Context: an optimization exercise on an open-source flow, tuned for small area, a short achievable clock period and few clock cycles. The choices shown serve that exercise and are no tape-out recipe.
Function was checked by simulation only, so behaviour that the tests miss may differ from the original.

===== run.sh =====
#!/bin/bash
# synth_recipe.tcl (not shown) runs the flow's synth.tcl, then flattens the netlist and writes it again
# the make line also repeats each setting of config.mk as NAME=value (left out here)
make -C /OpenROAD-flow-scripts/flow DESIGN_CONFIG=/design/flow/config.mk WORK_HOME=/design/flow/orfs CLKGATE_MAP_FILE= SYNTH_SCRIPT=/design/flow/synth_recipe.tcl finish

===== config.mk =====
export PLATFORM = sky130hd
export DESIGN_NAME = window_mac5_acc
export DESIGN_NICKNAME = window_mac5_acc
export VERILOG_FILES = /design/flow/design.v
export SDC_FILE = /design/flow/constraint.sdc
export NUM_CORES = 4
export LEC_CHECK = 0
export CAP_MARGIN = 20
export CORE_MARGIN = 2
export CORE_UTILIZATION = 40
export SETUP_SLACK_MARGIN = 0.3
export SLEW_MARGIN = 20

===== constraint.sdc =====
create_clock -name core_clock -period 7.5 [get_ports {clk}]
set_input_delay 1.5000 -clock core_clock [delete_from_list [all_inputs] [get_ports {clk}]]
set_output_delay 1.5000 -clock core_clock [all_outputs]
set_load 0.01 [all_outputs]

===== design.v =====
package window_mac5_acc_pkg;
  typedef enum logic [1:0] {IDLE, ACCUM, DRAIN, OUT} state_t;
  localparam int DEF_WORD_WIDTH = 16;
  localparam int DEF_FRAC_BITS = 8;
endpackage
module mac5_pipe #(
  parameter int WORD_WIDTH = window_mac5_acc_pkg::DEF_WORD_WIDTH
) (
  input  logic                          clk,
  input  logic                          rst,
  input  logic                          in_valid,
  input  logic [4:0][WORD_WIDTH-1:0]    data,
  input  logic [4:0][WORD_WIDTH-1:0]    weight,
  output logic                          sum_valid,
  output logic signed [2*WORD_WIDTH+2:0] sum
);
  localparam int PW = 2 * WORD_WIDTH;
  localparam int SW = PW + 3;
  logic [4:0][PW-1:0] prod;
  logic prod_valid;
  always_ff @(posedge clk)
    if (rst) begin
      prod_valid <= 1'b0;
      sum_valid <= 1'b0;
      sum <= '0;
      for (int i = 0; i < 5; i++) prod[i] <= '0;
    end else begin
      prod_valid <= in_valid;
      sum_valid <= prod_valid;
      if (in_valid) for (int i = 0; i < 5; i++) prod[i] <= PW'($signed(data[i])) * PW'($signed(weight[i]));
      if (prod_valid) sum <= SW'($signed(prod[0])) + SW'($signed(prod[1])) + SW'($signed(prod[2])) + SW'($signed(prod[3])) + SW'($signed(prod[4]));
    end
endmodule
import window_mac5_acc_pkg::*;
module window_mac5_acc #(
  parameter int WORD_WIDTH = window_mac5_acc_pkg::DEF_WORD_WIDTH,
  parameter int FRAC_BITS  = window_mac5_acc_pkg::DEF_FRAC_BITS,
  parameter int CNT_WIDTH  = 8,
  parameter int ACC_WIDTH  = 2 * WORD_WIDTH + CNT_WIDTH + 3
) (
  input  logic                  clk,
  input  logic                  rst,
  input  logic                  w_load,
  input  logic [2:0]            w_idx,
  input  logic [WORD_WIDTH-1:0] w_data,
  input  logic                  start,
  input  logic [CNT_WIDTH-1:0]  acc_len,
  input  logic                  in_valid,
  input  logic [WORD_WIDTH-1:0] data_in_0,
  input  logic [WORD_WIDTH-1:0] data_in_1,
  input  logic [WORD_WIDTH-1:0] data_in_2,
  input  logic [WORD_WIDTH-1:0] data_in_3,
  input  logic [WORD_WIDTH-1:0] data_in_4,
  output logic                  busy,
  output logic                  out_valid,
  output logic [WORD_WIDTH-1:0] out_data
);
  function automatic logic signed [63:0] sat_round(input logic signed [63:0] a, input int frac, input int ww);
    logic signed [63:0] r, hi, lo;
    r = (a + (64'sd1 <<< (frac - 1))) >>> frac;
    hi = (64'sd1 <<< (ww - 1)) - 64'sd1;
    lo = -hi - 64'sd1;
    sat_round = r > hi ? hi : r < lo ? lo : r;
  endfunction
  window_mac5_acc_pkg::state_t state, state_nx;
  logic [4:0][WORD_WIDTH-1:0] weight;
  logic [4:0][WORD_WIDTH-1:0] window;
  logic [CNT_WIDTH-1:0] len, cnt;
  logic drain_cnt;
  logic sum_valid;
  logic signed [2*WORD_WIDTH+2:0] sum;
  logic signed [ACC_WIDTH-1:0] acc;
  logic accept, last, go;
  assign window = {data_in_4, data_in_3, data_in_2, data_in_1, data_in_0};
  assign go = state == IDLE && start && acc_len != '0;
  assign accept = state == ACCUM && in_valid;
  assign last = accept && cnt + CNT_WIDTH'(1) == len;
  assign busy = state != IDLE;
  mac5_pipe #(.WORD_WIDTH(WORD_WIDTH)) u_pipe (
    .clk(clk),
    .rst(rst),
    .in_valid(accept),
    .data(window),
    .weight(weight),
    .sum_valid(sum_valid),
    .sum(sum)
  );
  always_comb begin
    state_nx = state;
    case (state)
      IDLE:  state_nx = go ? ACCUM : IDLE;
      ACCUM: state_nx = last ? DRAIN : ACCUM;
      DRAIN: state_nx = drain_cnt ? OUT : DRAIN;
      OUT:   state_nx = IDLE;
      default: state_nx = IDLE;
    endcase
  end
  always_ff @(posedge clk)
    if (rst) begin
      state <= IDLE;
      len <= '0;
      cnt <= '0;
      drain_cnt <= 1'b0;
      acc <= '0;
      out_valid <= 1'b0;
      out_data <= '0;
      for (int i = 0; i < 5; i++) weight[i] <= '0;
    end else begin
      state <= state_nx;
      out_valid <= state == OUT;
      if (state == IDLE && w_load && w_idx < 3'd5) weight[w_idx] <= w_data;
      if (go) begin
        len <= acc_len;
        cnt <= '0;
        acc <= '0;
      end else if (sum_valid) acc <= acc + ACC_WIDTH'(sum);
      if (accept) cnt <= cnt + CNT_WIDTH'(1);
      drain_cnt <= state == DRAIN && !drain_cnt;
      if (state == OUT) out_data <= WORD_WIDTH'(sat_round(64'(acc), FRAC_BITS, WORD_WIDTH));
    end
endmodule

==> metrics.yaml <==
endpoint_kind: "flop"
htreeDepth: 2
cts_hold_buf: 0
grt_pass1_wl_mm: 309.8
grt_pass1_vias: 56162
yosysTopAreaCell: "fa_1"
fin_crit_ns: 7.015
clock_sinks: 356
cts_root_buffer: "clkbuf_16"
cts.path.max_buffers: 3
drive_gt1_frac: 0.09571
synthDistinctLibCells: 83
report.final.slew_viol_count: 0
cts_buffers: 44
ant_nets: 0
async_flop_share: 0
fin_crit_sh: 0.9353
fillCellCount: 16610
required_ns: 8.01
grt_overflow_total: 0
topRoutingLayerUsed: "met4"
ioPinCount: 130
ys_seq_area_frac: 0.1037
r2r_end: "u_pipe.prod[118]$_SDFFE_PP0P_"
avgSynthCellArea_um2: 8.832
gp_congestion: 0.9326
viasPerCell: 5.064
routed_wl_mm: 192.6
start_util: 0.4016
syn_area_mm2: 0.06875
r2r-start: "weight[50]$_SDFFE_PP0P_"
die_x_um: 418.6
rsz0062_at_grt: "true"
synth.area.top_cells: "fa_1 40%, dfxtp_1 10%, ha_1 9.6%"
antenna_found_initial: 2
endpoint: "u_pipe.prod[118]$_SDFFE_PP0P_"
clkTransAtPathRegs_ns: 0.06
grt_max_degree: 162
grt_use_total: 0.2235
hold_viol_final: 0
finalPower_w: 0.005417
worstSetupPathType: "input pin to flop"
clk_latency_ns: 0.64
vias: 53321
max-vdd-ir-drop_uv: 131.6
ys_ff_latch: 356
io_buffers: 129
final_cells: 10530
cap_violations: 0
fin_nets: 10277
worst_slew_pin_slew_ns: 1.062
timing.fmax_mhz: 142.6
skew_ns: 0.04125
drt_first_pass_iters: 6
wl_met3_mm: 8.473
die_area_mm2: 0.1752
powerDensity_mw_per_mm2: 69.08
slew-limit-headroom: 0.2900
detail_route.wl_per_cell_um: 18.29
p_leak_nw: 39.92
whs_ns: 0.4256
cts_tree: "yes"
synth_edf_count: 0
drtIter0Drc: 3309
critPathArrivalTime_ns: 7.52
drcViolationCount: 0
outcome: "finished clean"
syn_nets: 9801
area_delta_synth_final_pct: 14.07
synth_ff_type: "dfxtp_1"
worstRegToRegCells: 21
wl_met2_mm: 93.34
rows: 152
critPathLaunchType: "input pin"
rrSetupSlack_ns: 0.85
synthCells: 7784
placed_cells: 10430
synth_top_area_frac: 0.4016
crit_path_max_fanout: 10
hold_path.class: "flop to flop"
setup_viol: 0
dp_hpwl_mm: 161.3
yosysWarnings: 2
m1WireLength_mm: 84.26
startpoint: "data_in_3[12]"
core_mm2: 0.1712
die_h_um: 418.6
[placed cells by master (no fill, tap or decap), types with 34 or more instances in the layout]
cell             netlist  layout
ha_1                 526     522
nand2_1              972     967
nor3_1                54      51
a211oi_1              40      37
nor2_1               362     357
dlymetal6s2s_1         0      43
dfxtp_1              356     355
mux2i_1               48      48
xor2_1                92      89
a21oi_1              334     316
nand3_1               85      85
clkdlybuf4s50_1        0      78
buf_4                  0     540
fa_1                1379    1362
clkbuf_16              0      46
a31oi_1               36      34
inv_1               1613    1606
a22oi_1               83      82
nand2b_1              59      59
o21ai_0              166     150
xnor2_1              191     191
a21o_1                92      92
and2_1               628     625
[report_power, final]
part           total, W  internal [W]  switching, W
logic           0.00122      0.000489      0.000732
clock network   0.00224       0.00125      0.000992
registers       0.00196       0.00191     0.0000420
[critical path, stage by stage]
cell,delay (ns)
clkdlybuf4s50_1,0.51
buf_12,0.15
nand2_1,0.08
fa_1,0.60
fa_1,0.44
fa_1,0.51
inv_1,0.05
fa_1,0.49
fa_1,0.50
inv_1,0.05
fa_1,0.53
inv_1,0.06
ha_1,0.32
inv_1,0.10
o21a_1,0.20
o31a_1,0.12
o21a_1,0.19
o21ai_0,0.27
buf_4,0.24
o41ai_4,0.09
o21ba_2,0.22
xnor2_1,0.22
o21ai_0,0.10
[worst min path at each step]
stage | slack [ns] | to | startpoint | depth (start not counted)
2_1_floorplan | 0.40 | drain_cnt$_SDFF_PP0_ | drain_cnt$_SDFF_PP0_ | 1
3_3_place_gp | 0.41 | drain_cnt$_SDFF_PP0_ | drain_cnt$_SDFF_PP0_ | 1
3_5_place_dp | 0.42 | drain_cnt$_SDFF_PP0_ | drain_cnt$_SDFF_PP0_ | 1
4_1_cts | 0.43 | drain_cnt$_SDFF_PP0_ | drain_cnt$_SDFF_PP0_ | 1
5_1_grt | 0.44 | drain_cnt$_SDFF_PP0_ | drain_cnt$_SDFF_PP0_ | 1
6_report | 0.43 | drain_cnt$_SDFF_PP0_ | drain_cnt$_SDFF_PP0_ | 1
[cell type report]
| cell class | instances | area (um^2) | share of cell area |
|---|---|---|---|
| Antenna cell | 1 | 2.502 | 0.00003191 |
| Multi-Input combinational cell | 5539 | 54910 | 0.7002 |
| Sequential cell | 356 | 7128 | 0.09089 |
| Clock buffer | 51 | 1157 | 0.01476 |
| Timing Repair Buffer | 704 | 6011 | 0.07665 |
| Tap cell | 2233 | 2794 | 0.03563 |
| Inverter | 1615 | 6062 | 0.07730 |
| Clock inverter | 31 | 352.8 | 0.004499 |
[flip-flops by register name (all words and copies together) (netlist names), named ones only]
name	flops
out_data	16
u_pipe.prod_valid	1
acc	43
state	1
weight	80
out_valid	1
u_pipe.prod	160
len	8
drain_cnt	1
cnt	8
u_pipe.sum	35
u_pipe.sum_valid	1
[repair_timing]
| action | 4_1_cts | 5_1_grt |
|---|---|---|
| cloned | 0 | 2 |
| endpoints found under the setup margin | 12 | 57 |
| pin swaps | 0 | 79 |
| hold endpoints to repair | 0 | 0 |
| buffers inserted | 2 | 13 |
| resized for setup | 16 | 143 |
[stage by stage]
step / cell area (um^2) / utilization / setup slack (ns) / TNS (ns)
2_1_floorplan: 68760 / - / 0.2937 / 0
3_3_place_gp: 76260 / 0.4455 / -0.6013 / -12.54
3_5_place_dp: 76260 / 0.4455 / -0.5626 / -14.68
5_1_grt: 78420 / 0.4582 / 0.2550 / 0
6_report: 78420 / 0.4582 / 0.4852 / 0
4_1_cts: 77820 / 0.4546 / 0.3156 / 0
[layer usage]
layer  global-route usage  vias to the layer above
met5                    0                        -
li1                     -                    24845
met1               0.3007                    26968
met4              0.06718                        0
met2               0.3822                     1239
met3              0.01937                      269
[cell families after synthesis]
logic type | after synthesis | share of synthesized area
muxes | 50 | 0.007316
DFF | 356 | 0.1037
buffers and inverters | 1889 | 0.1033
and+or+nand+nor | 2332 | 0.1629
AOI/OAI and AO/OA | 969 | 0.08947
xor gates and xnor gates | 283 | 0.03605
adders and majority gates | 1905 | 0.4973
[Yosys cell counts (7+ instances only)]
cell	count
a211o_1	11
a211oi_1	40
a21o_1	92
a21oi_1	334
a221o_1	10
a22oi_1	83
a311oi_1	8
a31o_2	11
a31oi_1	36
and2_1	628
and3_1	28
and4_1	8
buf_1	8
clkbuf_1	264
dfxtp_1	356
fa_1	1379
ha_1	526
inv_1	1613
mux2i_1	48
nand2_1	972
nand2b_1	59
nand3_1	85
nand4_1	19
nor2_1	362
nor2b_1	42
nor3_1	54
nor3b_1	12
nor4_1	13
o211ai_1	19
o21a_1	33
o21ai_0	166
o21bai_1	26
o22ai_1	9
o31a_1	9
o31ai_1	13
or2_2	7
or3_1	18
xnor2_1	191
xor2_1	92
Testbench counts, summed over its fixed seeds: cycles 15,221.

-- static timing again, ports no longer ideal --
In the flow no input, the clock included, has a driving cell. The finished layout below was timed again as built, in two steps. Step 1: set_driving_cell puts a clkbuf_16 on clk and a buf_2 on each other input, an assumption about the parent block. Step 2, shift: input delay + t, output delay - t, t = (earliest + latest rising clock arrival at the registers) / 2. This alone moves slack from input paths to output paths. Slacks: ideal / step 1 / step 2; pairs: ideal / step 1.
shift t [ns]: 0.686
setup slack, ns: 0.485 / 0.534 / -0.152
worst hold slack (ns): 0.426 / 0.426 / 0.426
worst setup path at the end: input to register
Met with ideal ports but missed after step 2: setup timing in this run. For this run, drivers alone change the setup slack by +0.049 ns; drivers and shift together by -0.637 ns.
